Source: an optimization exercise on an open RTL-to-GDS flow (aim: small area, a short achievable clock period and few clock cycles). Production flows keep margins and buffers that such runs may drop.
In this exercise RTL edits were held to simulation tests only and were not proved equivalent to the original.

==> run a <==
==> flow/design.v (excerpt) <==
module gru_cell #(
    parameter int DATA_WIDTH     = 32,
    parameter int FRAC_BITS      = 16,
    parameter int GRU_UNITS      = 3,
    parameter int INPUT_FEATURES = 3,
    parameter int CELL_INDEX     = 0
) (
    input  logic                                   clk,
    input  logic                                   rst,
    input  logic                                   i_start_cell,
    output logic                                   o_done_cell,
    input  logic                                   i_computation_phase,
    input  logic [INPUT_FEATURES*DATA_WIDTH-1:0]   i_input_vector_flat,
    input  logic [GRU_UNITS*DATA_WIDTH-1:0]        i_prev_hidden_state_flat,
    input  logic [GRU_UNITS*DATA_WIDTH-1:0]        i_r_modified_hidden_flat,
    input  logic [INPUT_FEATURES*DATA_WIDTH-1:0]   i_Wr_flat,
    input  logic [INPUT_FEATURES*DATA_WIDTH-1:0]   i_Wz_flat,
    input  logic [INPUT_FEATURES*DATA_WIDTH-1:0]   i_Wh_flat,
    input  logic [GRU_UNITS*DATA_WIDTH-1:0]        i_Ur_flat,
    input  logic [GRU_UNITS*DATA_WIDTH-1:0]        i_Uz_flat,
    input  logic [GRU_UNITS*DATA_WIDTH-1:0]        i_Uh_flat,
    input  logic signed [DATA_WIDTH-1:0]           i_br,
    input  logic signed [DATA_WIDTH-1:0]           i_bz,
    input  logic signed [DATA_WIDTH-1:0]           i_bh,
    output logic signed [DATA_WIDTH-1:0]           o_new_hidden_state
);
export LEC_CHECK = 0
export CAP_MARGIN = 20
export CORE_MARGIN = 2
export CORE_UTILIZATION = 40
export SLEW_MARGIN = 20
create_clock -name core_clock -period 10.0 [get_ports {clk}]
standard.sh (not shown) runs the stock make flow with config.mk's settings and CLKGATE_MAP_FILE= SYNTH_SCRIPT=/design/flow/synth_recipe.tcl, a recipe that flattens the netlist after the stock synthesis.
==> flow/flow/run.sh <==
#!/bin/bash
set -euo pipefail
export BUFFER_PORTS_ARGS="-buffer_cell sky130_fd_sc_hd__buf_1"
export SETUP_SLACK_MARGIN=6.4
export TNS_END_PERCENT=100
bash standard.sh > standard.log 2>&1
==> run b: changes against run a <==
==> flow/flow/run.sh (replaced) <==
#!/bin/bash
set -euo pipefail
export BUFFER_PORTS_ARGS="-buffer_cell sky130_fd_sc_hd__buf_1"
export SETUP_SLACK_MARGIN=6
export TNS_END_PERCENT=100
bash standard.sh > standard.log 2>&1
==> run c: changes against run a <==
==> flow/flow/run.sh (replaced) <==
#!/bin/bash
set -euo pipefail
export BUFFER_PORTS_ARGS="-buffer_cell sky130_fd_sc_hd__buf_1"
export SETUP_SLACK_MARGIN=6
export TNS_END_PERCENT=100
bash standard.sh > standard.log 2>&1
--- a/flow/config.mk
+++ b/flow/config.mk
@@ -7,5 +7,5 @@
 export LEC_CHECK = 0
 export CAP_MARGIN = 20
 export CORE_MARGIN = 2
-export CORE_UTILIZATION = 40
+export CORE_UTILIZATION = 45
 export SLEW_MARGIN = 20
==> comparison <==
Against run b, the die area of run c is smaller by 11%. Fmax, highest first: run c, run a, run b. Run c completed without violations. Run a finished but failed the layout checks on antenna violations, max-slew violations. Run b ran to the end with no violations. Against run a, the final cell count of run c is smaller by about 6%. Global-route usage: run b < run a < run c. Against run a, the via count of run c is smaller by about 3%. The highest first-iteration DRC count belongs to run c, the lowest to run b.
Testbench counts of run a, summed over its fixed seeds: cycles 13,432.
Testbench counts of run b, summed over its fixed seeds: cycles 13,432.
Testbench counts of run c, summed over its fixed seeds: cycles 13,432.

==> inputs of lagoon <==
gru_cell, a different RTL version from the one above (not shown whole).
export LEC_CHECK = 0
export CAP_MARGIN = 20
export CORE_MARGIN = 2
export CORE_UTILIZATION = 40
export SETUP_SLACK_MARGIN = 5
export SLEW_MARGIN = 20
export TNS_END_PERCENT = 100
create_clock -name core_clock -period 10.0 [get_ports {clk}]
run.sh (not shown) runs the stock make flow with config.mk's settings and CLKGATE_MAP_FILE= SYNTH_SCRIPT=/design/flow/synth_recipe.tcl, a recipe that flattens the netlist after the stock synthesis.
Stock flow here: none of the scripts above is used.
==> inputs of sierra, as changes to lagoon <==
--- a/flow/design.v
+++ b/flow/design.v
@@ -1263,15 +1263,15 @@
     assign csa_c = (base & s_q[34:0]) | (base & c_q[34:0]) | (s_q[34:0] & c_q[34:0]);
     assign acc_n = {csa_s, 1'b1} + {csa_c[33:0], 1'b0, cy_q};
     assign acc_p = base + 35'h0_7FFF_FFFF;
     assign acc_m = base - 35'h0_8000_0000;
     assign acc_d = !ovf ? acc_n[35:1] : q48[47] ? acc_m : acc_p;
     assign bias_sel = ph_q ? ((cnt_q == 5'd0 || cnt_q == 5'd1) ? i_bz : i_bh) : i_br;
     assign last     = ph_q ? (cnt_q == 5'd16) : (cnt_q == 5'd8);
-    assign out_d = f_sig_q ? {15'd0, sig_v} : f_fin_q ? acc_n[32:1] : f_hold_q ? out_q : bias_sel;
+    assign out_d = f_sig_q ? {15'd0, sig_v} : f_fin_q ? acc_d[31:0] : f_hold_q ? out_q : bias_sel;
     always_comb begin
         state_d = state_q;
         cnt_d   = cnt_q;
         done_d  = done_q;
         armed_d = armed_q | !i_start_cell;
         if (begin_req) begin
             state_d = ST_RUN;
- SETUP_SLACK_MARGIN: 5 -> default
- TNS_END_PERCENT: 100 -> default
==> inputs of yarrow, as changes to lagoon <==
--- a/flow/design.v
+++ b/flow/design.v
@@ -1263,15 +1263,15 @@
     assign csa_c = (base & s_q[34:0]) | (base & c_q[34:0]) | (s_q[34:0] & c_q[34:0]);
     assign acc_n = {csa_s, 1'b1} + {csa_c[33:0], 1'b0, cy_q};
     assign acc_p = base + 35'h0_7FFF_FFFF;
     assign acc_m = base - 35'h0_8000_0000;
     assign acc_d = !ovf ? acc_n[35:1] : q48[47] ? acc_m : acc_p;
     assign bias_sel = ph_q ? ((cnt_q == 5'd0 || cnt_q == 5'd1) ? i_bz : i_bh) : i_br;
     assign last     = ph_q ? (cnt_q == 5'd16) : (cnt_q == 5'd8);
-    assign out_d = f_sig_q ? {15'd0, sig_v} : f_fin_q ? acc_n[32:1] : f_hold_q ? out_q : bias_sel;
+    assign out_d = f_sig_q ? {15'd0, sig_v} : f_fin_q ? acc_d[31:0] : f_hold_q ? out_q : bias_sel;
     always_comb begin
         state_d = state_q;
         cnt_d   = cnt_q;
         done_d  = done_q;
         armed_d = armed_q | !i_start_cell;
         if (begin_req) begin
             state_d = ST_RUN;
==> flow/flow/run.sh (new file) <==
#!/bin/bash
set -euo pipefail
export BUFFER_PORTS_ARGS="-buffer_cell sky130_fd_sc_hd__buf_1"
bash standard.sh > standard.log 2>&1
==> flow/standard.sh (new file) <==
#!/bin/bash
# synth_recipe.tcl (not shown) runs the flow's synth.tcl, then flattens the netlist and writes it again
# the make line also repeats each setting of config.mk as NAME=value (left out here)
make -C /OpenROAD-flow-scripts/flow DESIGN_CONFIG=/design/flow/config.mk WORK_HOME=/design/flow/orfs CLKGATE_MAP_FILE= SYNTH_SCRIPT=/design/flow/synth_recipe.tcl "${@:-finish}"
- SETUP_SLACK_MARGIN: 5 -> default
- TNS_END_PERCENT: 100 -> default
removed: flow/run.sh
==> run summary <==
* Outcome: timing/DRC/antenna clean
* Most area-consuming cells after synthesis: fa_1 (22%), dfxtp_1 (11%), a22oi_1 (10%)
* Slowest-stage cell, CP: a222oi_1
* Simple-gate portion of the synthesized area at 0.08705
* Register area at 0.005425 mm^2
* Met2 usage at 0.7164
* Inverter count at 419
* Met3 wire length at 47.81 mm
* Met1 Track Usage GR at 0.6210
* Adder-cell share of the synthesized area at 0.2650
* Chip width at 328.0 um
* Largest net degree at the start of global routing at 89
the above is filed under lagoon

==> run summary <==
* Most area-consuming cells after synthesis: fa_1 (22%), dfxtp_1 (12%), a22oi_1 (11%)
* Inverter count at 385
* Outcome: timing/DRC/antenna clean
* Chip width at 326.5 um
* Register area at 0.005421 mm^2
* Largest net degree at the start of global routing at 136
* Slowest-stage cell, CP: a2111oi_0
* Met2 usage at 0.7268
* Adder-cell share of the synthesized area at 0.2674
* Met1 Track Usage GR at 0.6244
the above is filed under sierra

==> run summary <==
* Simple-gate portion of the synthesized area at 0.08134
* Outcome: timing/DRC/antenna clean
* Adder-cell share of the synthesized area at 0.2674
* Register area at 0.005421 mm^2
* Largest net degree at the start of global routing at 135
* Chip width at 326.5 um
* Most area-consuming cells after synthesis: fa_1 (22%), dfxtp_1 (12%), a22oi_1 (11%)
* Met3 wire length at 46.11 mm
* Met1 Track Usage GR at 0.6410
the above is filed under yarrow

Testbench counts of lagoon, summed over its fixed seeds: cycles 13,432.
Testbench counts of sierra, summed over its fixed seeds: cycles 13,432.
Testbench counts of yarrow, summed over its fixed seeds: cycles 13,432.

## static timing again, ports no longer ideal
The results above use ideal ports. As a check the final layouts listed here were re-extracted and re-timed, cells and wires unchanged. Step 1 assumes that a clkbuf_16 drives the clock port and a buf_2 every other input. Step 2 also shifts input and output timing later by t, the mid clock arrival at the registers, as if the neighbouring blocks saw the same clock. Three values: no drivers, after step 1, after step 2; two values: the first two.
run	t (ns)	slack for setup (ns)	worst setup path after step 2	worst data-port slew with drivers (ns)	cell pins on the clock port's net
run a	0.725	5.863 / 5.863 / 5.325	input to register	0.46	1
run b	0.717	5.830 / 5.887 / 5.171	input to register	0.38	1
run c	0.720	5.893 / 5.893 / 5.276	input to register	0.57	1
lagoon	0.651	4.926 / 4.926 / 4.328	input to register	0.38	1
sierra	0.635	4.185 / 4.185 / 4.185	register to register	0.49	1
yarrow	0.665	4.121 / 4.121 / 4.121	register to register	0.58	1
For run b, which loses most, drivers alone change the setup slack by +0.057 ns; drivers and shift together by -0.659 ns.
